Context: an optimization exercise on an open-source flow, tuned for small area, a short achievable clock period and few clock cycles per item. The choices shown serve that exercise and are no tape-out recipe. Function was not checked in any run shown here: the RTL went through the layout flow alone.

==> flow/design.v (outline; a module is shown in full before it is edited, if it fits) <==
// module quad_disc_root: 1216 lines
module quad_disc_root #(
   parameter int W_IN   = quad_pkg::W_IN_DEF,
   parameter int W_DISC = 2*W_IN + 2,
   parameter int W_ROOT = W_IN + 1
) (
   input  logic                     CLK,
   input  logic                     RST,
   input  logic                     START,
   input  logic signed [W_IN-1:0]   A,
   input  logic signed [W_IN-1:0]   B,
   input  logic signed [W_IN-1:0]   C,
   output logic                     BUSY,
   output logic                     DONE,
   output logic signed [W_DISC-1:0] DISC,
   output logic        [W_ROOT-1:0] SQRT,
   output logic                     EXACT,
   output logic        [1:0]        ST
);
  // ...
==> flow/flow/run.sh <==
#!/bin/bash
# Layout: the standard flow (standard.sh: ORFS synthesis through finish)
# with two changes: the buffers that ORFS puts on every input and output port
# are sky130_fd_sc_hd__buf_2 instead of the delay cell buffer_ports picks by
# default, and the timing repair after clock-tree synthesis and global routing
# aims for a setup slack margin, so it sizes the critical paths.
set -o pipefail
export BUFFER_PORTS_ARGS="-buffer_cell sky130_fd_sc_hd__buf_2"
export SETUP_SLACK_MARGIN=9.8
bash standard.sh > standard.log 2>&1
==> flow/standard.sh <==
#!/bin/bash
# synth_recipe.tcl (not shown) runs the flow's synth.tcl, then flattens the netlist and writes it again
# the make line also repeats each setting of config.mk as NAME=value (left out here)
make -C /OpenROAD-flow-scripts/flow DESIGN_CONFIG=/design/flow/config.mk WORK_HOME=/design/flow/orfs CLKGATE_MAP_FILE= SYNTH_SCRIPT=/design/flow/synth_recipe.tcl "${@:-finish}"
==> flow/config.mk <==
export PLATFORM = sky130hd
export DESIGN_NAME = quad_disc_root
export DESIGN_NICKNAME = quad_disc_root
export VERILOG_FILES = /design/flow/design.v
export SDC_FILE = /design/flow/constraint.sdc
export NUM_CORES = 4
export LEC_CHECK = 0
export ABC_AREA = 1
export CAP_MARGIN = 20
export CORE_MARGIN = 2
export CORE_UTILIZATION = 60
export CTS_CLUSTER_DIAMETER = 100
export CTS_CLUSTER_SIZE = 25
export SLEW_MARGIN = 20
==> flow/constraint.sdc <==
create_clock -name core_clock -period 13.5 [get_ports {CLK}]
set_input_delay 2.7000 -clock core_clock [delete_from_list [all_inputs] [get_ports {CLK}]]
set_output_delay 2.7000 -clock core_clock [all_outputs]
set_load 0.01 [all_outputs]
==> metrics.md, run 1 <==
| Metric | Value |
|---|---|
| Postcts setup bufs | 48 |
| Grt met1 use | about 36% |
| Skew final | 0.0229 ns |
| Chip Height | 237 um |
| CTS Buffer Depth | 3 |
| Fill cells | roughly 4300 |
| Placed insts | around 4500 |
| Die W | 237 um |
| Drt initial violations | 1766 |
| Tmin final | approximately 3.8 ns |
| Synthesized area | approximately 33000 um2 |
| Fin worst setup slack | 9.70 ns |
| Simple-gate share of the synthesized area | between 10% and 20% |
| Met3 Usage GRT | around 2.7% |
| CP Launch Point | DISC[0]$_SDFFE_PP0P_ |
| Status | complete, no violations |
| Fraction of area in registers | about a third |
| Multi-input logic portion of the cell area | between 50% and 60% |
| Fin. Hold Viols | 0 |
| CP startpoint kind | flop |
| Root Driver | clkbuf_16 |
| # nets final | 4397 |
| Final Instance Count excl. Fillers | approximately 4600 |
| Hold_buf cts | 0 |
| # clk buffers | 32 |
| Library cell with the largest summed area after synthesis | dfxtp_1 |
| TritonCTS Buffers | 30 |
| Capturing point of the worst reg2reg path | m8[13]$_DFF_P_ |
| Slew headroom | just under 30% |
==> run 2: changes to the inputs <==
--- a/flow/design.v
+++ b/flow/design.v
@@ -689,543 +689,535 @@
    assign css193 = csc164 ^ csc165 ^ css166;
    assign csc193 = (csc164 & csc165) | (csc164 & css166) | (csc165 & css166);
    wire css194, csc194;
    assign css194 = csc166 ^ csc167 ^ css168;
    assign csc194 = (csc166 & csc167) | (csc166 & css168) | (csc167 & css168);
    wire css195, csc195;
    assign css195 = b0[15] ^ csc168 ^ cshc17;
    assign csc195 = (b0[15] & csc168) | (b0[15] & cshc17) | (csc168 & cshc17);
+   wire cshs20, cshc20;
+   assign cshs20 = b0[0] & b0[1] ^ b0[1];
+   assign cshc20 = b0[0] & b0[1] & b0[1];
+   wire css196, csc196;
+   assign css196 = (((one0[0] & a0[1]) | (two0[0] & a0[0])) ^ neg0[0]) ^ b0[0] & b0[2] ^ cshc18;
+   assign csc196 = ((((one0[0] & a0[1]) | (two0[0] & a0[0])) ^ neg0[0]) & b0[0] & b0[2]) | ((((one0[0] & a0[1]) | (two0[0] & a0[0])) ^ neg0[0]) & cshc18) | (b0[0] & b0[2] & cshc18);
+   wire css197, csc197;
+   assign css197 = b0[2] ^ css122 ^ cshs19;
+   assign csc197 = (b0[2] & css122) | (b0[2] & cshs19) | (css122 & cshs19);
+   wire css198, csc198;
+   assign css198 = cshs15 ^ cshc19 ^ css170;
+   assign csc198 = (cshs15 & cshc19) | (cshs15 & css170) | (cshc19 & css170);
+   wire css199, csc199;
+   assign css199 = cshs16 ^ csc170 ^ css171;
+   assign csc199 = (cshs16 & csc170) | (cshs16 & css171) | (csc170 & css171);
+   wire css200, csc200;
+   assign css200 = css125 ^ csc171 ^ css172;
+   assign csc200 = (css125 & csc171) | (css125 & css172) | (csc171 & css172);
+   wire css201, csc201;
+   assign css201 = css127 ^ csc172 ^ css173;
+   assign csc201 = (css127 & csc172) | (css127 & css173) | (csc172 & css173);
+   wire css202, csc202;
+   assign css202 = css129 ^ csc173 ^ css174;
+   assign csc202 = (css129 & csc173) | (css129 & css174) | (csc173 & css174);
+   wire css203, csc203;
+   assign css203 = css131 ^ csc174 ^ css175;
+   assign csc203 = (css131 & csc174) | (css131 & css175) | (csc174 & css175);
+   wire css204, csc204;
+   assign css204 = css133 ^ csc175 ^ css176;
+   assign csc204 = (css133 & csc175) | (css133 & css176) | (csc175 & css176);
+   wire css205, csc205;
+   assign css205 = css135 ^ csc176 ^ css177;
+   assign csc205 = (css135 & csc176) | (css135 & css177) | (csc176 & css177);
+   wire css206, csc206;
+   assign css206 = css137 ^ csc177 ^ css178;
+   assign csc206 = (css137 & csc177) | (css137 & css178) | (csc177 & css178);
+   wire css207, csc207;
+   assign css207 = css139 ^ csc178 ^ css179;
+   assign csc207 = (css139 & csc178) | (css139 & css179) | (csc178 & css179);
+   wire css208, csc208;
+   assign css208 = css141 ^ csc179 ^ css180;
+   assign csc208 = (css141 & csc179) | (css141 & css180) | (csc179 & css180);
+   wire css209, csc209;
+   assign css209 = css143 ^ csc180 ^ css181;
+   assign csc209 = (css143 & csc180) | (css143 & css181) | (csc180 & css181);
+   wire css210, csc210;
+   assign css210 = css145 ^ csc181 ^ css182;
+   assign csc210 = (css145 & csc181) | (css145 & css182) | (csc181 & css182);
+   wire css211, csc211;
+   assign css211 = css147 ^ csc182 ^ css183;
+   assign csc211 = (css147 & csc182) | (css147 & css183) | (csc182 & css183);
+   wire css212, csc212;
+   assign css212 = css149 ^ csc183 ^ css184;
+   assign csc212 = (css149 & csc183) | (css149 & css184) | (csc183 & css184);
+   wire css213, csc213;
+   assign css213 = css151 ^ csc184 ^ css185;
+   assign csc213 = (css151 & csc184) | (css151 & css185) | (csc184 & css185);
+   wire css214, csc214;
+   assign css214 = css153 ^ csc185 ^ css186;
+   assign csc214 = (css153 & csc185) | (css153 & css186) | (csc185 & css186);
+   wire css215, csc215;
+   assign css215 = css155 ^ csc186 ^ css187;
+   assign csc215 = (css155 & csc186) | (css155 & css187) | (csc186 & css187);
+   wire css216, csc216;
+   assign css216 = css157 ^ csc187 ^ css188;
+   assign csc216 = (css157 & csc187) | (css157 & css188) | (csc187 & css188);
+   wire css217, csc217;
+   assign css217 = css159 ^ csc188 ^ css189;
+   assign csc217 = (css159 & csc188) | (css159 & css189) | (csc188 & css189);
+   wire css218, csc218;
+   assign css218 = css161 ^ csc189 ^ css190;
+   assign csc218 = (css161 & csc189) | (css161 & css190) | (csc189 & css190);
+   wire css219, csc219;
+   assign css219 = css163 ^ csc190 ^ css191;
+   assign csc219 = (css163 & csc190) | (css163 & css191) | (csc190 & css191);
+   wire css220, csc220;
+   assign css220 = css165 ^ csc191 ^ css192;
+   assign csc220 = (css165 & csc191) | (css165 & css192) | (csc191 & css192);
+   wire css221, csc221;
+   assign css221 = css167 ^ csc192 ^ css193;
+   assign csc221 = (css167 & csc192) | (css167 & css193) | (csc192 & css193);
+   wire css222, csc222;
+   assign css222 = cshs17 ^ csc193 ^ css194;
+   assign csc222 = (cshs17 & csc193) | (cshs17 & css194) | (csc193 & css194);
+   wire css223, csc223;
+   assign css223 = css169 ^ csc194 ^ css195;
+   assign csc223 = (css169 & csc194) | (css169 & css195) | (csc194 & css195);
+   wire css224, csc224;
+   assign css224 = (((one0[7] & a0[15]) | (two0[7] & a0[14])) ^ neg0[7]) ^ csc169 ^ csc195;
+   assign csc224 = ((((one0[7] & a0[15]) | (two0[7] & a0[14])) ^ neg0[7]) & csc169) | ((((one0[7] & a0[15]) | (two0[7] & a0[14])) ^ neg0[7]) & csc195) | (csc169 & csc195);
    logic        v1, z1;
    logic q1_0_0;
    logic q1_2_0;
    logic q1_2_1;
-   logic q1_2_2;
    logic q1_3_0;
    logic q1_3_1;
-   logic q1_3_2;
    logic q1_4_0;
    logic q1_4_1;
-   logic q1_4_2;
    logic q1_5_0;
    logic q1_5_1;
-   logic q1_5_2;
    logic q1_6_0;
    logic q1_6_1;
-   logic q1_6_2;
    logic q1_7_0;
    logic q1_7_1;
-   logic q1_7_2;
    logic q1_8_0;
    logic q1_8_1;
-   logic q1_8_2;
    logic q1_9_0;
    logic q1_9_1;
-   logic q1_9_2;
    logic q1_10_0;
    logic q1_10_1;
-   logic q1_10_2;
    logic q1_11_0;
    logic q1_11_1;
-   logic q1_11_2;
    logic q1_12_0;
    logic q1_12_1;
-   logic q1_12_2;
    logic q1_13_0;
    logic q1_13_1;
-   logic q1_13_2;
    logic q1_14_0;
    logic q1_14_1;
-   logic q1_14_2;
    logic q1_15_0;
    logic q1_15_1;
-   logic q1_15_2;
    logic q1_16_0;
    logic q1_16_1;
-   logic q1_16_2;
    logic q1_17_0;
    logic q1_17_1;
-   logic q1_17_2;
    logic q1_18_0;
    logic q1_18_1;
-   logic q1_18_2;
    logic q1_19_0;
    logic q1_19_1;
-   logic q1_19_2;
    logic q1_20_0;
    logic q1_20_1;
-   logic q1_20_2;
    logic q1_21_0;
    logic q1_21_1;
-   logic q1_21_2;
    logic q1_22_0;
    logic q1_22_1;
-   logic q1_22_2;
    logic q1_23_0;
    logic q1_23_1;
-   logic q1_23_2;
    logic q1_24_0;
    logic q1_24_1;
-   logic q1_24_2;
    logic q1_25_0;
    logic q1_25_1;
-   logic q1_25_2;
    logic q1_26_0;
    logic q1_26_1;
-   logic q1_26_2;
    logic q1_27_0;
    logic q1_27_1;
-   logic q1_27_2;
    logic q1_28_0;
    logic q1_28_1;
-   logic q1_28_2;
    logic q1_29_0;
    logic q1_29_1;
-   logic q1_29_2;
    logic q1_30_0;
    logic q1_30_1;
-   logic q1_30_2;
    logic q1_31_0;
    logic q1_31_1;
-   logic q1_31_2;
    logic q1_32_0;
+   logic q1_32_1;
    logic q1_33_0;
    always_ff @(posedge CLK) begin
       v1 <= v0 & ~RST;
       z1 <= (a0 == 16'd0);
       q1_0_0 <= b0[0];
-      q1_2_0 <= b0[0] & b0[1];
-      q1_2_1 <= b0[1];
-      q1_2_2 <= cshs18;
-      q1_3_0 <= (((one0[0] & a0[1]) | (two0[0] & a0[0])) ^ neg0[0]);
-      q1_3_1 <= b0[0] & b0[2];
-      q1_3_2 <= cshc18;
-      q1_4_0 <= b0[2];
-      q1_4_1 <= css122;
-      q1_4_2 <= cshs19;
-      q1_5_0 <= cshs15;
-      q1_5_1 <= cshc19;
-      q1_5_2 <= css170;
-      q1_6_0 <= cshs16;
-      q1_6_1 <= csc170;
-      q1_6_2 <= css171;
-      q1_7_0 <= css125;
-      q1_7_1 <= csc171;
-      q1_7_2 <= css172;
-      q1_8_0 <= css127;
-      q1_8_1 <= csc172;
-      q1_8_2 <= css173;
-      q1_9_0 <= css129;
-      q1_9_1 <= csc173;
-      q1_9_2 <= css174;
-      q1_10_0 <= css131;
-      q1_10_1 <= csc174;
-      q1_10_2 <= css175;
-      q1_11_0 <= css133;
-      q1_11_1 <= csc175;
-      q1_11_2 <= css176;
-      q1_12_0 <= css135;
-      q1_12_1 <= csc176;
-      q1_12_2 <= css177;
-      q1_13_0 <= css137;
-      q1_13_1 <= csc177;
-      q1_13_2 <= css178;
-      q1_14_0 <= css139;
-      q1_14_1 <= csc178;
-      q1_14_2 <= css179;
-      q1_15_0 <= css141;
-      q1_15_1 <= csc179;
-      q1_15_2 <= css180;
-      q1_16_0 <= css143;
-      q1_16_1 <= csc180;
-      q1_16_2 <= css181;
-      q1_17_0 <= css145;
-      q1_17_1 <= csc181;
-      q1_17_2 <= css182;
-      q1_18_0 <= css147;
-      q1_18_1 <= csc182;
-      q1_18_2 <= css183;
-      q1_19_0 <= css149;
-      q1_19_1 <= csc183;
-      q1_19_2 <= css184;
-      q1_20_0 <= css151;
-      q1_20_1 <= csc184;
-      q1_20_2 <= css185;
-      q1_21_0 <= css153;
-      q1_21_1 <= csc185;
-      q1_21_2 <= css186;
-      q1_22_0 <= css155;
-      q1_22_1 <= csc186;
-      q1_22_2 <= css187;
-      q1_23_0 <= css157;
-      q1_23_1 <= csc187;
-      q1_23_2 <= css188;
-      q1_24_0 <= css159;
-      q1_24_1 <= csc188;
-      q1_24_2 <= css189;
-      q1_25_0 <= css161;
-      q1_25_1 <= csc189;
-      q1_25_2 <= css190;
-      q1_26_0 <= css163;
-      q1_26_1 <= csc190;
-      q1_26_2 <= css191;
-      q1_27_0 <= css165;
-      q1_27_1 <= csc191;
-      q1_27_2 <= css192;
-      q1_28_0 <= css167;
-      q1_28_1 <= csc192;
-      q1_28_2 <= css193;
-      q1_29_0 <= cshs17;
-      q1_29_1 <= csc193;
-      q1_29_2 <= css194;
-      q1_30_0 <= css169;
-      q1_30_1 <= csc194;
-      q1_30_2 <= css195;
-      q1_31_0 <= (((one0[7] & a0[15]) | (two0[7] & a0[14])) ^ neg0[7]);
-      q1_31_1 <= csc169;
-      q1_31_2 <= csc195;
+      q1_2_0 <= cshs18;
+      q1_2_1 <= cshs20;
+      q1_3_0 <= cshc20;
+      q1_3_1 <= css196;
+      q1_4_0 <= csc196;
+      q1_4_1 <= css197;
+      q1_5_0 <= csc197;
+      q1_5_1 <= css198;
+      q1_6_0 <= csc198;
+      q1_6_1 <= css199;
+      q1_7_0 <= csc199;
+      q1_7_1 <= css200;
+      q1_8_0 <= csc200;
+      q1_8_1 <= css201;
+      q1_9_0 <= csc201;
+      q1_9_1 <= css202;
+      q1_10_0 <= csc202;
+      q1_10_1 <= css203;
+      q1_11_0 <= csc203;
+      q1_11_1 <= css204;
+      q1_12_0 <= csc204;
+      q1_12_1 <= css205;
+      q1_13_0 <= csc205;
+      q1_13_1 <= css206;
+      q1_14_0 <= csc206;
+      q1_14_1 <= css207;
+      q1_15_0 <= csc207;
+      q1_15_1 <= css208;
+      q1_16_0 <= csc208;
+      q1_16_1 <= css209;
+      q1_17_0 <= csc209;
+      q1_17_1 <= css210;
+      q1_18_0 <= csc210;
+      q1_18_1 <= css211;
+      q1_19_0 <= csc211;
+      q1_19_1 <= css212;
+      q1_20_0 <= csc212;
+      q1_20_1 <= css213;
+      q1_21_0 <= csc213;
+      q1_21_1 <= css214;
+      q1_22_0 <= csc214;
+      q1_22_1 <= css215;
+      q1_23_0 <= csc215;
+      q1_23_1 <= css216;
+      q1_24_0 <= csc216;
+      q1_24_1 <= css217;
+      q1_25_0 <= csc217;
+      q1_25_1 <= css218;
+      q1_26_0 <= csc218;
+      q1_26_1 <= css219;
+      q1_27_0 <= csc219;
+      q1_27_1 <= css220;
+      q1_28_0 <= csc220;
+      q1_28_1 <= css221;
+      q1_29_0 <= csc221;
+      q1_29_1 <= css222;
+      q1_30_0 <= csc222;
+      q1_30_1 <= css223;
+      q1_31_0 <= csc223;
+      q1_31_1 <= css224;
       q1_32_0 <= ~((((one0[7] & a0[15]) | (two0[7] & a0[15])) ^ neg0[7]));
+      q1_32_1 <= csc224;
       q1_33_0 <= 1'b1;
    end
-   wire cths0, cthc0;
-   assign cths0 = q1_2_0 ^ q1_2_1;
-   assign cthc0 = q1_2_0 & q1_2_1;
-   wire cts0, ctc0;
-   assign cts0 = q1_3_0 ^ q1_3_1 ^ q1_3_2;
-   assign ctc0 = (q1_3_0 & q1_3_1) | (q1_3_0 & q1_3_2) | (q1_3_1 & q1_3_2);
-   wire cts1, ctc1;
-   assign cts1 = q1_4_0 ^ q1_4_1 ^ q1_4_2;
-   assign ctc1 = (q1_4_0 & q1_4_1) | (q1_4_0 & q1_4_2) | (q1_4_1 & q1_4_2);
-   wire cts2, ctc2;
-   assign cts2 = q1_5_0 ^ q1_5_1 ^ q1_5_2;
-   assign ctc2 = (q1_5_0 & q1_5_1) | (q1_5_0 & q1_5_2) | (q1_5_1 & q1_5_2);
-   wire cts3, ctc3;
-   assign cts3 = q1_6_0 ^ q1_6_1 ^ q1_6_2;
-   assign ctc3 = (q1_6_0 & q1_6_1) | (q1_6_0 & q1_6_2) | (q1_6_1 & q1_6_2);
-   wire cts4, ctc4;
-   assign cts4 = q1_7_0 ^ q1_7_1 ^ q1_7_2;
-   assign ctc4 = (q1_7_0 & q1_7_1) | (q1_7_0 & q1_7_2) | (q1_7_1 & q1_7_2);
-   wire cts5, ctc5;
-   assign cts5 = q1_8_0 ^ q1_8_1 ^ q1_8_2;
-   assign ctc5 = (q1_8_0 & q1_8_1) | (q1_8_0 & q1_8_2) | (q1_8_1 & q1_8_2);
-   wire cts6, ctc6;
-   assign cts6 = q1_9_0 ^ q1_9_1 ^ q1_9_2;
-   assign ctc6 = (q1_9_0 & q1_9_1) | (q1_9_0 & q1_9_2) | (q1_9_1 & q1_9_2);
-   wire cts7, ctc7;
-   assign cts7 = q1_10_0 ^ q1_10_1 ^ q1_10_2;
-   assign ctc7 = (q1_10_0 & q1_10_1) | (q1_10_0 & q1_10_2) | (q1_10_1 & q1_10_2);
-   wire cts8, ctc8;
-   assign cts8 = q1_11_0 ^ q1_11_1 ^ q1_11_2;
-   assign ctc8 = (q1_11_0 & q1_11_1) | (q1_11_0 & q1_11_2) | (q1_11_1 & q1_11_2);
-   wire cts9, ctc9;
-   assign cts9 = q1_12_0 ^ q1_12_1 ^ q1_12_2;
-   assign ctc9 = (q1_12_0 & q1_12_1) | (q1_12_0 & q1_12_2) | (q1_12_1 & q1_12_2);
-   wire cts10, ctc10;
-   assign cts10 = q1_13_0 ^ q1_13_1 ^ q1_13_2;
-   assign ctc10 = (q1_13_0 & q1_13_1) | (q1_13_0 & q1_13_2) | (q1_13_1 & q1_13_2);
-   wire cts11, ctc11;
-   assign cts11 = q1_14_0 ^ q1_14_1 ^ q1_14_2;
-   assign ctc11 = (q1_14_0 & q1_14_1) | (q1_14_0 & q1_14_2) | (q1_14_1 & q1_14_2);
-   wire cts12, ctc12;
-   assign cts12 = q1_15_0 ^ q1_15_1 ^ q1_15_2;
-   assign ctc12 = (q1_15_0 & q1_15_1) | (q1_15_0 & q1_15_2) | (q1_15_1 & q1_15_2);
-   wire cts13, ctc13;
-   assign cts13 = q1_16_0 ^ q1_16_1 ^ q1_16_2;
-   assign ctc13 = (q1_16_0 & q1_16_1) | (q1_16_0 & q1_16_2) | (q1_16_1 & q1_16_2);
-   wire cts14, ctc14;
-   assign cts14 = q1_17_0 ^ q1_17_1 ^ q1_17_2;
-   assign ctc14 = (q1_17_0 & q1_17_1) | (q1_17_0 & q1_17_2) | (q1_17_1 & q1_17_2);
-   wire cts15, ctc15;
-   assign cts15 = q1_18_0 ^ q1_18_1 ^ q1_18_2;
-   assign ctc15 = (q1_18_0 & q1_18_1) | (q1_18_0 & q1_18_2) | (q1_18_1 & q1_18_2);
-   wire cts16, ctc16;
-   assign cts16 = q1_19_0 ^ q1_19_1 ^ q1_19_2;
-   assign ctc16 = (q1_19_0 & q1_19_1) | (q1_19_0 & q1_19_2) | (q1_19_1 & q1_19_2);
-   wire cts17, ctc17;
-   assign cts17 = q1_20_0 ^ q1_20_1 ^ q1_20_2;
-   assign ctc17 = (q1_20_0 & q1_20_1) | (q1_20_0 & q1_20_2) | (q1_20_1 & q1_20_2);
-   wire cts18, ctc18;
-   assign cts18 = q1_21_0 ^ q1_21_1 ^ q1_21_2;
-   assign ctc18 = (q1_21_0 & q1_21_1) | (q1_21_0 & q1_21_2) | (q1_21_1 & q1_21_2);
-   wire cts19, ctc19;
-   assign cts19 = q1_22_0 ^ q1_22_1 ^ q1_22_2;
-   assign ctc19 = (q1_22_0 & q1_22_1) | (q1_22_0 & q1_22_2) | (q1_22_1 & q1_22_2);
-   wire cts20, ctc20;
-   assign cts20 = q1_23_0 ^ q1_23_1 ^ q1_23_2;
-   assign ctc20 = (q1_23_0 & q1_23_1) | (q1_23_0 & q1_23_2) | (q1_23_1 & q1_23_2);
-   wire cts21, ctc21;
-   assign cts21 = q1_24_0 ^ q1_24_1 ^ q1_24_2;
-   assign ctc21 = (q1_24_0 & q1_24_1) | (q1_24_0 & q1_24_2) | (q1_24_1 & q1_24_2);
-   wire cts22, ctc22;
-   assign cts22 = q1_25_0 ^ q1_25_1 ^ q1_25_2;
-   assign ctc22 = (q1_25_0 & q1_25_1) | (q1_25_0 & q1_25_2) | (q1_25_1 & q1_25_2);
-   wire cts23, ctc23;
-   assign cts23 = q1_26_0 ^ q1_26_1 ^ q1_26_2;
-   assign ctc23 = (q1_26_0 & q1_26_1) | (q1_26_0 & q1_26_2) | (q1_26_1 & q1_26_2);
-   wire cts24, ctc24;
-   assign cts24 = q1_27_0 ^ q1_27_1 ^ q1_27_2;
-   assign ctc24 = (q1_27_0 & q1_27_1) | (q1_27_0 & q1_27_2) | (q1_27_1 & q1_27_2);
-   wire cts25, ctc25;
-   assign cts25 = q1_28_0 ^ q1_28_1 ^ q1_28_2;
-   assign ctc25 = (q1_28_0 & q1_28_1) | (q1_28_0 & q1_28_2) | (q1_28_1 & q1_28_2);
-   wire cts26, ctc26;
-   assign cts26 = q1_29_0 ^ q1_29_1 ^ q1_29_2;
-   assign ctc26 = (q1_29_0 & q1_29_1) | (q1_29_0 & q1_29_2) | (q1_29_1 & q1_29_2);
-   wire cts27, ctc27;
-   assign cts27 = q1_30_0 ^ q1_30_1 ^ q1_30_2;
-   assign ctc27 = (q1_30_0 & q1_30_1) | (q1_30_0 & q1_30_2) | (q1_30_1 & q1_30_2);
-   wire cts28, ctc28;
-   assign cts28 = q1_31_0 ^ q1_31_1 ^ q1_31_2;
-   assign ctc28 = (q1_31_0 & q1_31_1) | (q1_31_0 & q1_31_2) | (q1_31_1 & q1_31_2);
    logic [33:0] x1, y1, d1;
-   assign x1 = {q1_33_0, q1_32_0, ctc27, ctc26, ctc25, ctc24, ctc23, ctc22, ctc21, ctc20, ctc19, ctc18, ctc17, ctc16, ctc15, ctc14, ctc13, ctc12, ctc11, ctc10, ctc9, ctc8, ctc7, ctc6, ctc5, ctc4, ctc3, ctc2, ctc1, ctc0, cthc0, q1_2_2, 1'b0, q1_0_0};
-   assign y1 = {1'b0, ctc28, cts28, cts27, cts26, cts25, cts24, cts23, cts22, cts21, cts20, cts19, cts18, cts17, cts16, cts15, cts14, cts13, cts12, cts11, cts10, cts9, cts8, cts7, cts6, cts5, cts4, cts3, cts2, cts1, cts0, cths0, 1'b0, 1'b0};
+   assign x1 = {q1_33_0, q1_32_0, q1_31_0, q1_30_0, q1_29_0, q1_28_0, q1_27_0, q1_26_0, q1_25_0, q1_24_0, q1_23_0, q1_22_0, q1_21_0, q1_20_0, q1_19_0, q1_18_0, q1_17_0, q1_16_0, q1_15_0, q1_14_0, q1_13_0, q1_12_0, q1_11_0, q1_10_0, q1_9_0, q1_8_0, q1_7_0, q1_6_0, q1_5_0, q1_4_0, q1_3_0, q1_2_0, 1'b0, q1_0_0};
+   assign y1 = {1'b0, q1_32_1, q1_31_1, q1_30_1, q1_29_1, q1_28_1, q1_27_1, q1_26_1, q1_25_1, q1_24_1, q1_23_1, q1_22_1, q1_21_1, q1_20_1, q1_19_1, q1_18_1, q1_17_1, q1_16_1, q1_15_1, q1_14_1, q1_13_1, q1_12_1, q1_11_1, q1_10_1, q1_9_1, q1_8_1, q1_7_1, q1_6_1, q1_5_1, q1_4_1, q1_3_1, q1_2_1, 1'b0, 1'b0};
    assign d1 = x1 + y1;
    logic [3:0] t2_0;
    logic [0:0] r2_0;
-   logic [2:0] m2_0;
-   assign t2_0 = {2'b00, d1[33:32]} - 4'd1;
-   assign r2_0 = ~t2_0[3];
-   assign m2_0 = t2_0[2:0];
-   logic [4:0] t2_1;
-   logic [1:0] r2_1;
-   logic [3:0] m2_1;
-   logic s2_1;
-   assign s2_1 = ~m2_0[2];
-   assign t2_1 = {m2_0, d1[31:30]} + {{2{s2_1}}, r2_0 ^ {1{s2_1}}, 2'b11};
-   assign r2_1 = {r2_0, ~t2_1[4]};
-   assign m2_1 = t2_1[3:0];
-   logic [5:0] t2_2;
-   logic [2:0] r2_2;
-   logic [4:0] m2_2;
-   logic s2_2;
-   assign s2_2 = ~m2_1[3];
-   assign t2_2 = {m2_1, d1[29:28]} + {{2{s2_2}}, r2_1 ^ {2{s2_2}}, 2'b11};
-   assign r2_2 = {r2_1, ~t2_2[5]};
-   assign m2_2 = t2_2[4:0];
+   logic [1:0] m2_0;
+   assign t2_0 = 4'(d1[33:32]) - 4'(2'b01);
+   assign r2_0 = t2_0[3];
+   assign m2_0 = t2_0[3] ? 2'(d1[33:32]) : t2_0[1:0];
    logic        v2;
    logic        z2;
    logic [33:0] d2;
-   logic [2:0] r2;
-   logic [4:0] m2;
+   logic [0:0] r2;
+   logic [1:0] m2;
    always_ff @(posedge CLK) begin
       v2 <= v1 & ~RST;
       z2 <= z1;
       d2 <= d1;
-      r2 <= r2_2;
-      m2 <= m2_2;
+      r2 <= r2_0;
+      m2 <= m2_0;
+   end
+   logic [4:0] t3_0;
+   logic [1:0] r3_0;
+   logic [2:0] m3_0;
+   assign t3_0 = 5'({m2, d2[31:30]}) + {2'b11, r2, 2'b11};
+   assign r3_0 = {r2, t3_0[4]};
+   assign m3_0 = t3_0[4] ? 3'({m2, d2[31:30]}) : t3_0[2:0];
+   logic [7:0] x3_1, u3_1, v3_1, y3_1;
+   logic [3:0] r3_1;
+   logic [4:0] m3_1;
+   assign x3_1 = 8'({m3_0, d2[29:26]});
+   assign u3_1 = x3_1 + {3'b111, r3_0, 3'b111};
+   assign v3_1 = x3_1 + {2'b11, r3_0, 4'b1100};
+   assign y3_1 = x3_1 + {2'b11, r3_0, 4'b1111} + {3'b111, r3_0, 3'b111} - 8'(7);
+   always_comb begin
+      if (!y3_1[7]) begin
+         r3_1 = {r3_0, 2'd0};
+         m3_1 = y3_1[4:0];
+      end else if (!v3_1[7]) begin
+         r3_1 = {r3_0, 2'd1};
+         m3_1 = v3_1[4:0];
+      end else if (!u3_1[7]) begin
+         r3_1 = {r3_0, 2'd2};
+         m3_1 = u3_1[4:0];
+      end else begin
+         r3_1 = {r3_0, 2'd3};
+         m3_1 = x3_1[4:0];
+      end
    end
-   logic [6:0] t3_0;
-   logic [3:0] r3_0;
-   logic [5:0] m3_0;
-   logic s3_0;
-   assign s3_0 = ~m2[4];
-   assign t3_0 = {m2, d2[27:26]} + {{2{s3_0}}, r2 ^ {3{s3_0}}, 2'b11};
-   assign r3_0 = {r2, ~t3_0[6]};
-   assign m3_0 = t3_0[5:0];
-   logic [7:0] t3_1;
-   logic [4:0] r3_1;
-   logic [6:0] m3_1;
-   logic s3_1;
-   assign s3_1 = ~m3_0[5];
-   assign t3_1 = {m3_0, d2[25:24]} + {{2{s3_1}}, r3_0 ^ {4{s3_1}}, 2'b11};
-   assign r3_1 = {r3_0, ~t3_1[7]};
-   assign m3_1 = t3_1[6:0];
    logic [1:0] c3_n;
    always_comb begin
       if (z2)               c3_n = quad_pkg::ST_DEGEN;
       else if (d2[33])      c3_n = quad_pkg::ST_NONE;
       else if (d2 == 34'd0) c3_n = quad_pkg::ST_DOUBLE;
       else                     c3_n = quad_pkg::ST_TWO;
    end
    logic        v3;
    logic [1:0]  c3;
    logic [33:0] d3;
-   logic [4:0] r3;
-   logic [6:0] m3;
+   logic [3:0] r3;
+   logic [4:0] m3;
    always_ff @(posedge CLK) begin
       v3 <= v2 & ~RST;
       c3 <= c3_n;
       d3 <= d2;
       r3 <= r3_1;
       m3 <= m3_1;
    end
-   logic [8:0] t4_0;
+   logic [9:0] x4_0, u4_0, v4_0, y4_0;
    logic [5:0] r4_0;
-   logic [7:0] m4_0;
-   logic s4_0;
-   assign s4_0 = ~m3[6];
-   assign t4_0 = {m3, d3[23:22]} + {{2{s4_0}}, r3 ^ {5{s4_0}}, 2'b11};
-   assign r4_0 = {r3, ~t4_0[8]};
-   assign m4_0 = t4_0[7:0];
-   logic [9:0] t4_1;
-   logic [6:0] r4_1;
-   logic [8:0] m4_1;
-   logic s4_1;
-   assign s4_1 = ~m4_0[7];
-   assign t4_1 = {m4_0, d3[21:20]} + {{2{s4_1}}, r4_0 ^ {6{s4_1}}, 2'b11};
-   assign r4_1 = {r4_0, ~t4_1[9]};
-   assign m4_1 = t4_1[8:0];
+   logic [6:0] m4_0;
+   assign x4_0 = 10'({m3, d3[25:22]});
+   assign u4_0 = x4_0 + {3'b111, r3, 3'b111};
+   assign v4_0 = x4_0 + {2'b11, r3, 4'b1100};
+   assign y4_0 = x4_0 + {2'b11, r3, 4'b1111} + {3'b111, r3, 3'b111} - 10'(7);
+   always_comb begin
+      if (!y4_0[9]) begin
+         r4_0 = {r3, 2'd0};
+         m4_0 = y4_0[6:0];
+      end else if (!v4_0[9]) begin
+         r4_0 = {r3, 2'd1};
+         m4_0 = v4_0[6:0];
+      end else if (!u4_0[9]) begin
+         r4_0 = {r3, 2'd2};
+         m4_0 = u4_0[6:0];
+      end else begin
+         r4_0 = {r3, 2'd3};
+         m4_0 = x4_0[6:0];
+      end
+   end
    logic        v4;
    logic [1:0]  c4;
    logic [33:0] d4;
-   logic [6:0] r4;
-   logic [8:0] m4;
+   logic [5:0] r4;
+   logic [6:0] m4;
    always_ff @(posedge CLK) begin
       v4 <= v3 & ~RST;
       c4 <= c3;
       d4 <= d3;
-      r4 <= r4_1;
-      m4 <= m4_1;
+      r4 <= r4_0;
+      m4 <= m4_0;
    end
-   logic [10:0] t5_0;
+   logic [11:0] x5_0, u5_0, v5_0, y5_0;
    logic [7:0] r5_0;
-   logic [9:0] m5_0;
-   logic s5_0;
-   assign s5_0 = ~m4[8];
-   assign t5_0 = {m4, d4[19:18]} + {{2{s5_0}}, r4 ^ {7{s5_0}}, 2'b11};
-   assign r5_0 = {r4, ~t5_0[10]};
-   assign m5_0 = t5_0[9:0];
-   logic [11:0] t5_1;
-   logic [8:0] r5_1;
-   logic [10:0] m5_1;
-   logic s5_1;
-   assign s5_1 = ~m5_0[9];
-   assign t5_1 = {m5_0, d4[17:16]} + {{2{s5_1}}, r5_0 ^ {8{s5_1}}, 2'b11};
-   assign r5_1 = {r5_0, ~t5_1[11]};
-   assign m5_1 = t5_1[10:0];
+   logic [8:0] m5_0;
+   assign x5_0 = 12'({m4, d4[21:18]});
+   assign u5_0 = x5_0 + {3'b111, r4, 3'b111};
+   assign v5_0 = x5_0 + {2'b11, r4, 4'b1100};
+   assign y5_0 = x5_0 + {2'b11, r4, 4'b1111} + {3'b111, r4, 3'b111} - 12'(7);
+   always_comb begin
+      if (!y5_0[11]) begin
+         r5_0 = {r4, 2'd0};
+         m5_0 = y5_0[8:0];
+      end else if (!v5_0[11]) begin
+         r5_0 = {r4, 2'd1};
+         m5_0 = v5_0[8:0];
+      end else if (!u5_0[11]) begin
+         r5_0 = {r4, 2'd2};
+         m5_0 = u5_0[8:0];
+      end else begin
+         r5_0 = {r4, 2'd3};
+         m5_0 = x5_0[8:0];
+      end
+   end
    logic        v5;
    logic [1:0]  c5;
    logic [33:0] d5;
-   logic [8:0] r5;
-   logic [10:0] m5;
+   logic [7:0] r5;
+   logic [8:0] m5;
    always_ff @(posedge CLK) begin
       v5 <= v4 & ~RST;
       c5 <= c4;
       d5 <= d4;
-      r5 <= r5_1;
-      m5 <= m5_1;
+      r5 <= r5_0;
+      m5 <= m5_0;
    end
-   logic [12:0] t6_0;
+   logic [13:0] x6_0, u6_0, v6_0, y6_0;
    logic [9:0] r6_0;
-   logic [11:0] m6_0;
-   logic s6_0;
-   assign s6_0 = ~m5[10];
-   assign t6_0 = {m5, d5[15:14]} + {{2{s6_0}}, r5 ^ {9{s6_0}}, 2'b11};
-   assign r6_0 = {r5, ~t6_0[12]};
-   assign m6_0 = t6_0[11:0];
-   logic [13:0] t6_1;
-   logic [10:0] r6_1;
-   logic [12:0] m6_1;
-   logic s6_1;
-   assign s6_1 = ~m6_0[11];
-   assign t6_1 = {m6_0, d5[13:12]} + {{2{s6_1}}, r6_0 ^ {10{s6_1}}, 2'b11};
-   assign r6_1 = {r6_0, ~t6_1[13]};
-   assign m6_1 = t6_1[12:0];
+   logic [10:0] m6_0;
+   assign x6_0 = 14'({m5, d5[17:14]});
+   assign u6_0 = x6_0 + {3'b111, r5, 3'b111};
+   assign v6_0 = x6_0 + {2'b11, r5, 4'b1100};
+   assign y6_0 = x6_0 + {2'b11, r5, 4'b1111} + {3'b111, r5, 3'b111} - 14'(7);
+   always_comb begin
+      if (!y6_0[13]) begin
+         r6_0 = {r5, 2'd0};
+         m6_0 = y6_0[10:0];
+      end else if (!v6_0[13]) begin
+         r6_0 = {r5, 2'd1};
+         m6_0 = v6_0[10:0];
+      end else if (!u6_0[13]) begin
+         r6_0 = {r5, 2'd2};
+         m6_0 = u6_0[10:0];
+      end else begin
+         r6_0 = {r5, 2'd3};
+         m6_0 = x6_0[10:0];
+      end
+   end
    logic        v6;
    logic [1:0]  c6;
    logic [33:0] d6;
-   logic [10:0] r6;
-   logic [12:0] m6;
+   logic [9:0] r6;
+   logic [10:0] m6;
    always_ff @(posedge CLK) begin
       v6 <= v5 & ~RST;
       c6 <= c5;
       d6 <= d5;
-      r6 <= r6_1;
-      m6 <= m6_1;
+      r6 <= r6_0;
+      m6 <= m6_0;
    end
-   logic [14:0] t7_0;
+   logic [15:0] x7_0, u7_0, v7_0, y7_0;
    logic [11:0] r7_0;
-   logic [13:0] m7_0;
-   logic s7_0;
-   assign s7_0 = ~m6[12];
-   assign t7_0 = {m6, d6[11:10]} + {{2{s7_0}}, r6 ^ {11{s7_0}}, 2'b11};
-   assign r7_0 = {r6, ~t7_0[14]};
-   assign m7_0 = t7_0[13:0];
-   logic [15:0] t7_1;
-   logic [12:0] r7_1;
-   logic [14:0] m7_1;
-   logic s7_1;
-   assign s7_1 = ~m7_0[13];
-   assign t7_1 = {m7_0, d6[9:8]} + {{2{s7_1}}, r7_0 ^ {12{s7_1}}, 2'b11};
-   assign r7_1 = {r7_0, ~t7_1[15]};
-   assign m7_1 = t7_1[14:0];
+   logic [12:0] m7_0;
+   assign x7_0 = 16'({m6, d6[13:10]});
+   assign u7_0 = x7_0 + {3'b111, r6, 3'b111};
+   assign v7_0 = x7_0 + {2'b11, r6, 4'b1100};
+   assign y7_0 = x7_0 + {2'b11, r6, 4'b1111} + {3'b111, r6, 3'b111} - 16'(7);
+   always_comb begin
+      if (!y7_0[15]) begin
+         r7_0 = {r6, 2'd0};
+         m7_0 = y7_0[12:0];
+      end else if (!v7_0[15]) begin
+         r7_0 = {r6, 2'd1};
+         m7_0 = v7_0[12:0];
+      end else if (!u7_0[15]) begin
+         r7_0 = {r6, 2'd2};
+         m7_0 = u7_0[12:0];
+      end else begin
+         r7_0 = {r6, 2'd3};
+         m7_0 = x7_0[12:0];
+      end
+   end
    logic        v7;
    logic [1:0]  c7;
    logic [33:0] d7;
-   logic [12:0] r7;
-   logic [14:0] m7;
+   logic [11:0] r7;
+   logic [12:0] m7;
    always_ff @(posedge CLK) begin
       v7 <= v6 & ~RST;
       c7 <= c6;
       d7 <= d6;
-      r7 <= r7_1;
-      m7 <= m7_1;
+      r7 <= r7_0;
+      m7 <= m7_0;
    end
-   logic [16:0] t8_0;
+   logic [17:0] x8_0, u8_0, v8_0, y8_0;
    logic [13:0] r8_0;
-   logic [15:0] m8_0;
-   logic s8_0;
-   assign s8_0 = ~m7[14];
-   assign t8_0 = {m7, d7[7:6]} + {{2{s8_0}}, r7 ^ {13{s8_0}}, 2'b11};
-   assign r8_0 = {r7, ~t8_0[16]};
-   assign m8_0 = t8_0[15:0];
-   logic [17:0] t8_1;
-   logic [14:0] r8_1;
-   logic [16:0] m8_1;
-   logic s8_1;
-   assign s8_1 = ~m8_0[15];
-   assign t8_1 = {m8_0, d7[5:4]} + {{2{s8_1}}, r8_0 ^ {14{s8_1}}, 2'b11};
-   assign r8_1 = {r8_0, ~t8_1[17]};
-   assign m8_1 = t8_1[16:0];
+   logic [14:0] m8_0;
+   assign x8_0 = 18'({m7, d7[9:6]});
+   assign u8_0 = x8_0 + {3'b111, r7, 3'b111};
+   assign v8_0 = x8_0 + {2'b11, r7, 4'b1100};
+   assign y8_0 = x8_0 + {2'b11, r7, 4'b1111} + {3'b111, r7, 3'b111} - 18'(7);
+   always_comb begin
+      if (!y8_0[17]) begin
+         r8_0 = {r7, 2'd0};
+         m8_0 = y8_0[14:0];
+      end else if (!v8_0[17]) begin
+         r8_0 = {r7, 2'd1};
+         m8_0 = v8_0[14:0];
+      end else if (!u8_0[17]) begin
+         r8_0 = {r7, 2'd2};
+         m8_0 = u8_0[14:0];
+      end else begin
+         r8_0 = {r7, 2'd3};
+         m8_0 = x8_0[14:0];
+      end
+   end
    logic        v8;
    logic [1:0]  c8;
    logic [33:0] d8;
-   logic [14:0] r8;
-   logic [16:0] m8;
+   logic [13:0] r8;
+   logic [14:0] m8;
    always_ff @(posedge CLK) begin
       v8 <= v7 & ~RST;
       c8 <= c7;
       d8 <= d7;
-      r8 <= r8_1;
-      m8 <= m8_1;
+      r8 <= r8_0;
+      m8 <= m8_0;
    end
-   logic [18:0] t9_0;
+   logic [19:0] x9_0, u9_0, v9_0, y9_0;
    logic [15:0] r9_0;
-   logic [17:0] m9_0;
-   logic s9_0;
-   assign s9_0 = ~m8[16];
-   assign t9_0 = {m8, d8[3:2]} + {{2{s9_0}}, r8 ^ {15{s9_0}}, 2'b11};
-   assign r9_0 = {r8, ~t9_0[18]};
-   assign m9_0 = t9_0[17:0];
-   logic [19:0] t9_1;
-   logic [16:0] r9_1;
-   logic [18:0] m9_1;
-   logic s9_1;
-   assign s9_1 = ~m9_0[17];
-   logic e9_1;
-   logic [19:0] xe9_1;
-   assign xe9_1 = {m9_0, d8[1:0]};
-   assign e9_1 = s9_1 ? ((xe9_1 == {2'b00, r9_0, 2'b01}) || (xe9_1 == 20'd0))
-                        : ((xe9_1 == ({2'b11, ~r9_0, 2'b01})) || (xe9_1 == ({1'b1, ~r9_0, 3'b100})));
-   assign t9_1 = {m9_0, d8[1:0]} + {{2{s9_1}}, r9_0 ^ {16{s9_1}}, 2'b11};
-   assign r9_1 = {r9_0, ~t9_1[19]};
-   assign m9_1 = t9_1[18:0];
+   logic [16:0] m9_0;
+   assign x9_0 = 20'({m8, d8[5:2]});
+   assign u9_0 = x9_0 + {3'b111, r8, 3'b111};
+   assign v9_0 = x9_0 + {2'b11, r8, 4'b1100};
+   assign y9_0 = x9_0 + {2'b11, r8, 4'b1111} + {3'b111, r8, 3'b111} - 20'(7);
+   always_comb begin
+      if (!y9_0[19]) begin
+         r9_0 = {r8, 2'd0};
+         m9_0 = y9_0[16:0];
+      end else if (!v9_0[19]) begin
+         r9_0 = {r8, 2'd1};
+         m9_0 = v9_0[16:0];
+      end else if (!u9_0[19]) begin
+         r9_0 = {r8, 2'd2};
+         m9_0 = u9_0[16:0];
+      end else begin
+         r9_0 = {r8, 2'd3};
+         m9_0 = x9_0[16:0];
+      end
+   end
+   logic        v9;
+   logic [1:0]  c9;
+   logic [33:0] d9;
+   logic [15:0] r9;
+   logic [16:0] m9;
+   always_ff @(posedge CLK) begin
+      v9 <= v8 & ~RST;
+      c9 <= c8;
+      d9 <= d8;
+      r9 <= r9_0;
+      m9 <= m9_0;
+   end
+   logic e10_0;
+   logic [15:0] q10_0;
+   assign q10_0 = ~r9;
+   assign e10_0 = ((m9 == {1'b0, q10_0}) && (d9[1:0] == 2'b01)) ||
+                  ((m9 == 17'd0) && (d9[1:0] == 2'b00));
+   logic [19:0] t10_0;
+   logic [16:0] r10_0;
+   logic [17:0] m10_0;
+   assign t10_0 = 20'({m9, d9[1:0]}) + {2'b11, r9, 2'b11};
+   assign r10_0 = {r9, t10_0[19]};
+   assign m10_0 = t10_0[19] ? 18'({m9, d9[1:0]}) : t10_0[17:0];
    always_ff @(posedge CLK) begin
       if (RST) begin
          DONE  <= 1'b0;
          DISC  <= '0;
          SQRT  <= '0;
          EXACT <= 1'b0;
          ST    <= quad_pkg::ST_NONE;
       end else begin
-         DONE <= v8;
-         if (v8) begin
-            DISC  <= d8;
-            SQRT  <= (c8 == quad_pkg::ST_TWO) ? r9_1 : 17'd0;
-            EXACT <= (c8 == quad_pkg::ST_DOUBLE) ||
-                     (c8 == quad_pkg::ST_TWO && e9_1);
-            ST    <= c8;
+         DONE <= v9;
+         if (v9) begin
+            DISC  <= d9;
+            SQRT  <= (c9 == quad_pkg::ST_TWO) ? ~r10_0 : 17'd0;
+            EXACT <= (c9 == quad_pkg::ST_DOUBLE) ||
+                     (c9 == quad_pkg::ST_TWO && e10_0);
+            ST    <= c9;
          end
       end
    end
    assign BUSY = 1'b0;
 endmodule
==> flow/config.mk (replaced) <==
export PLATFORM = sky130hd
export DESIGN_NAME = quad_disc_root
export DESIGN_NICKNAME = quad_disc_root
export VERILOG_FILES = /design/flow/design.v
export SDC_FILE = /design/flow/constraint.sdc
export NUM_CORES = 4
export LEC_CHECK = 0
export CAP_MARGIN = 20
export CORE_MARGIN = 2
export CORE_UTILIZATION = 60
export CTS_CLUSTER_DIAMETER = 100
export CTS_CLUSTER_SIZE = 25
export SLEW_MARGIN = 20
==> run 2 against run 1 <==
  * Still clean on timing, DRC and antenna
  * Die area is 10% higher
  * Cell count is 2.2% lower
  * First-iteration DRC count is 22% lower
  * Cell area is 6.0% higher
  * Routed wire length is 4.7% higher
  * Worst hold slack worse by 0.0053 ns
  * Clock-buffer cell count is 5 higher
  * Register-to-register slack worse by 0.21 ns
  * Synthesized cell count is 1.8% lower
  * Highest routed layer unchanged
==> metrics.md, run 2 <==
| Metric | Value |
|---|---|
| Kind of end point of the critical path | flop (was output pin) |
| CTS tree | yes (unchanged) |
| Grt total ovfl | 0 (unchanged) |
| # nets final | 4361 (was 4397) |
| H-tree Lvls | 2 (was 1) |
| FF+latch count, synth | 613 (was 596) |
| Slowest Stage Delay on Critical Path | 0.57 ns (was 0.37 ns) |
| Clock slew at reported path FFs | 0.09 ns (was 0.10 ns) |
| Required time worst endpoint | 13.97 ns (was 10.80 ns) |
| Yosys cell types | 105 (was 55) |
| Met1 wire length | 35000 um (was 33900 um) |
| Sink Count | 613 (was 596) |
| Routability Congestion | 0.907 (was 0.943) |
| Mapped Cells | 3672 (was 3739) |
| Max cap viols | 0 (unchanged) |
| Final ANT Viol Nets | 0 (unchanged) |
| Largest cells by area after synthesis | dfxtp_1, fa_1, ha_1, xnor2_1, inv_1 (was dfxtp_1, fa_1, ha_1, xor2_1, inv_1) |
| Largest net degree at the start of global routing | 65 (was 51) |
| Final wirelength | 87100 um (was 83200 um) |
| Hold_buf cts | 0 (unchanged) |
| Vias in the first global route | 27300 (was 25200) |
| Via density | 5.76 (was 5.43) |
| Number of synthesized flops with an enable pin | 0 (unchanged) |
| Seq/Total Area, Yosys | 34.1% (was 36.6%) |
| # DRC | 0 (unchanged) |
| Kind of critical path | flop to flop (was flop to output pin) |
| Core ar. | 59100 um2 (was 53800 um2) |
| Max FO, Critical Path | 6 (was 2) |
| Tmin final | 3.88 ns (was 3.80 ns) |
| Post-synth top flop | dfxtp_1 (unchanged) |
| Dpl cell area | 37100 um2 (was 33700 um2) |
| Final-report max-slew violation count | 0 (unchanged) |
| Library cell with the largest summed area after synthesis | dfxtp_1 (unchanged) |
| TritonCTS Buffers | 34 (was 30) |
| Status | complete, no violations (unchanged) |
| Slew headroom | 40.2% (was 29.1%) |
| Wire length on met3 | 3050 um (was 4140 um) |
| Design area | 39700 um2 (was 37500 um2) |
| Fill cells | 4657 (was 4282) |
| Chip Height | 249 um (was 237 um) |
| Initial Utilization | 60.9% (was 60.6%) |
| Die W | 249 um (was 237 um) |
| Post-synth top cells | dfxtp_1, ha_1, inv_1, xnor2_1, fa_1 (was inv_1, dfxtp_1, nand2_1, xor2_1, ha_1) |
| HPWL Detailed | 66800 um (was 62300 um) |
| Final setup fails | 0 (unchanged) |
| CP bufs+invs | 4 (was 1) |
| Most frequent cells in the layout | dfxtp_1, ha_1, inv_1, xnor2_1, nand2_1 (was inv_1, nand2_1, dfxtp_1, xor2_1, nor2_1) |
| Worst Max-Slew Pin Slew | 0.884 ns (was 1.06 ns) |
| Drt initial violations | 1372 (was 1766) |
| Root Driver | clkbuf_16 (unchanged) |
| ANT cells | 0 (unchanged) |
| Hold Path Class | flop to flop (unchanged) |
| Top routing layer in use | met4 (unchanged) |
| Avg Inst Size Synth | 9.80 um2 (was 8.72 um2) |
| Top cell type's share of synthesized area | 34.1% (was 36.6%) |
| Crit path arrival time | 4.35 ns (was 1.10 ns) |
| Yosys warns | 1 (unchanged) |
| Die ar. | 61900 um2 (was 56200 um2) |
| Synthesized area | 36000 um2 (was 32600 um2) |
| Tot GR Track Use | 28.0% (was 28.8%) |
| Fin. Hold Viols | 0 (unchanged) |
| Largest delay share family, worst path | adder cells (was flip-flops) |
| Row cnt | 89 (was 85) |
| FFs w/ async S/R, synth | 0% (unchanged) |
| Layout cells sized above 1 | 14.0% (was 17.8%) |
| Fin crit share | 28.8% (was 28.1%) |
| First-pass GRT wire length | 140000 um (was 129000 um) |
| Metal2 WL | 44600 um (was 41600 um) |
| CP max-delay cell | fa_1 (was dfxtp_2) |
| CP Cell Sequence | a22oi_2 > xnor2_2 > fa_1 > inv_2 > fa_1 > fa_2 > inv_2 > fa_2 > inv_2 > fa_1 > inv_1 > fa_2 (was buf_6) |
| DR vias | 26200 (was 25200) |
| Wire per inst | 19.2 um (was 17.9 um) |
| Final setup TNS | 0 ns (unchanged) |
| CTS Buffer Depth | 3 (unchanged) |
| CP startpoint kind | flop (unchanged) |
| I/O pin total | 107 (unchanged) |
| Port bufs | 104 (unchanged) |
| Most common cell after layout, fill and taps aside | dfxtp_1 (was inv_1) |
| Skew final | 0.0249 ns (was 0.0229 ns) |
| Fmax | 0.258 GHz (was 0.263 GHz) |
| Layout area overhead | 10.4% (was 15.0%) |
| First-pass DRT Iterations | 5 (was 9) |
| Initial antenna violation count | 0 (unchanged) |
| Clk Latency, worst-skew pair | 0.60 ns (was 0.63 ns) |
| RSZ-0062 raised after global routing | true (unchanged) |
| Cell with the most instances after synthesis | dfxtp_1 (was inv_1) |
-- run 2: cell types whose count changed in the layout (fill, tap and decap cells not counted), sizes merged, moves of 68 or more --
cell	previous run	this run
buf	269	199
nand3	153	47
ha	223	311
a22oi	3	121
nand2	555	238
mux2i	0	68
o22ai	125	9
xnor2	161	249
xor2	288	118
inv	614	322
-- run 2: worst paths after layout --
kind / slack, ns / from / cells after the start / endpoint
max: 9.62 / one0[0]$_DFF_P_ / 12 / q1_17_1$_DFF_P_
min: 0.32 / c8[1]$_DFF_P_ / 0 / c9[1]$_DFF_P_
max reg2reg: 9.62 / one0[0]$_DFF_P_ / 12 / q1_17_1$_DFF_P_
min reg2reg: 0.32 / c8[1]$_DFF_P_ / 0 / c9[1]$_DFF_P_
-- run 2: metal layers --
layer / vias to the layer above / track usage [%]
met5: - / 0
met4: 0 / 13.1
met3: 234 / 2.95
met2: 577 / 52.0
met1: 12700 / 32.3
li1: 12700 / -
-- run 2: cell type report --
cell class | count | area, um2 | area share (%)
Sequential cell | 613 | 12500 | 31.5
Inverter | 315 | 1190 | 2.99
Clock buffer | 37 | 883 | 2.22
Timing Repair Buffer | 200 | 1600 | 4.04
Tap cell | 773 | 967 | 2.43
Clock inverter | 11 | 188 | 0.472
Multi-Input combinational cell | 2597 | 22400 | 56.4
-- run 2: what timing repair did --
action,4_1_cts,5_1_grt
pin swaps,27,40
resized for setup,217,97
buffers inserted,65,13
endpoints found under the setup margin,94,94
gates cloned,0,0
-- run 2: kinds of logic (layout without fill, tap and decap cells) --
| logic type | after synthesis | count (layout) | synth area share [%] |
|---|---|---|---|
| compound gates | 786 | 786 | 14.8 |
| xor+xnor | 367 | 367 | 8.93 |
| fa+ha+maj | 562 | 562 | 24.4 |
| buf+inv | 463 | 563 | 4.89 |
| flops | 613 | 613 | 34.1 |
| mux | 79 | 79 | 2.24 |
| other cells | 1 | 2 | 0.0104 |
| simple gates | 801 | 801 | 10.6 |
-- run 2: metrics by stage --
stage               setup WS [ns]  hold slack [ns]  std cells  util [%]
floorplan                    9.65            0.310       3673         -
global placement             9.15            0.310       4420      62.8
detailed placement           9.11            0.312       4420      62.8
CTS                          9.66            0.323       4533      66.5
global route                 9.46            0.326       4546      67.2
finish                       9.62            0.324       4546      67.2

-- port drivers added, routing unchanged --
Ports are ideal in the flow. The routed layouts listed here were re-timed in OpenROAD. Step 1 (the two cells are an assumption about what drives the block):
set clk [get_ports {CLK}]
set_driving_cell -lib_cell sky130_fd_sc_hd__clkbuf_16 $clk
set_driving_cell -lib_cell sky130_fd_sc_hd__buf_2 [delete_from_list [all_inputs] $clk]
Step 2 also shifts input and output timing later by t, the mid clock arrival at the registers, as if the neighbouring blocks saw the same clock. Slacks: ideal / step 1 / step 2; pairs: ideal / step 1.
run | t (ns) | setup WS [ns] | hold WS [ns] | slew at the worst register clock pin (ns) | cell pins on the clock port's net
run 1 | 0.673 | 9.702 / 9.640 / 9.582 | 0.330 / 0.330 / 0.330 | 0.10 / 0.10 | 1
run 2 | 0.647 | 9.617 / 9.617 / 9.617 | 0.324 / 0.324 / 0.324 | 0.10 / 0.10 | 1
After both steps setup and hold are still met in every run listed. The setup slack of run 1, which loses most, moves by -0.062 ns with the drivers and by -0.120 ns with both steps.
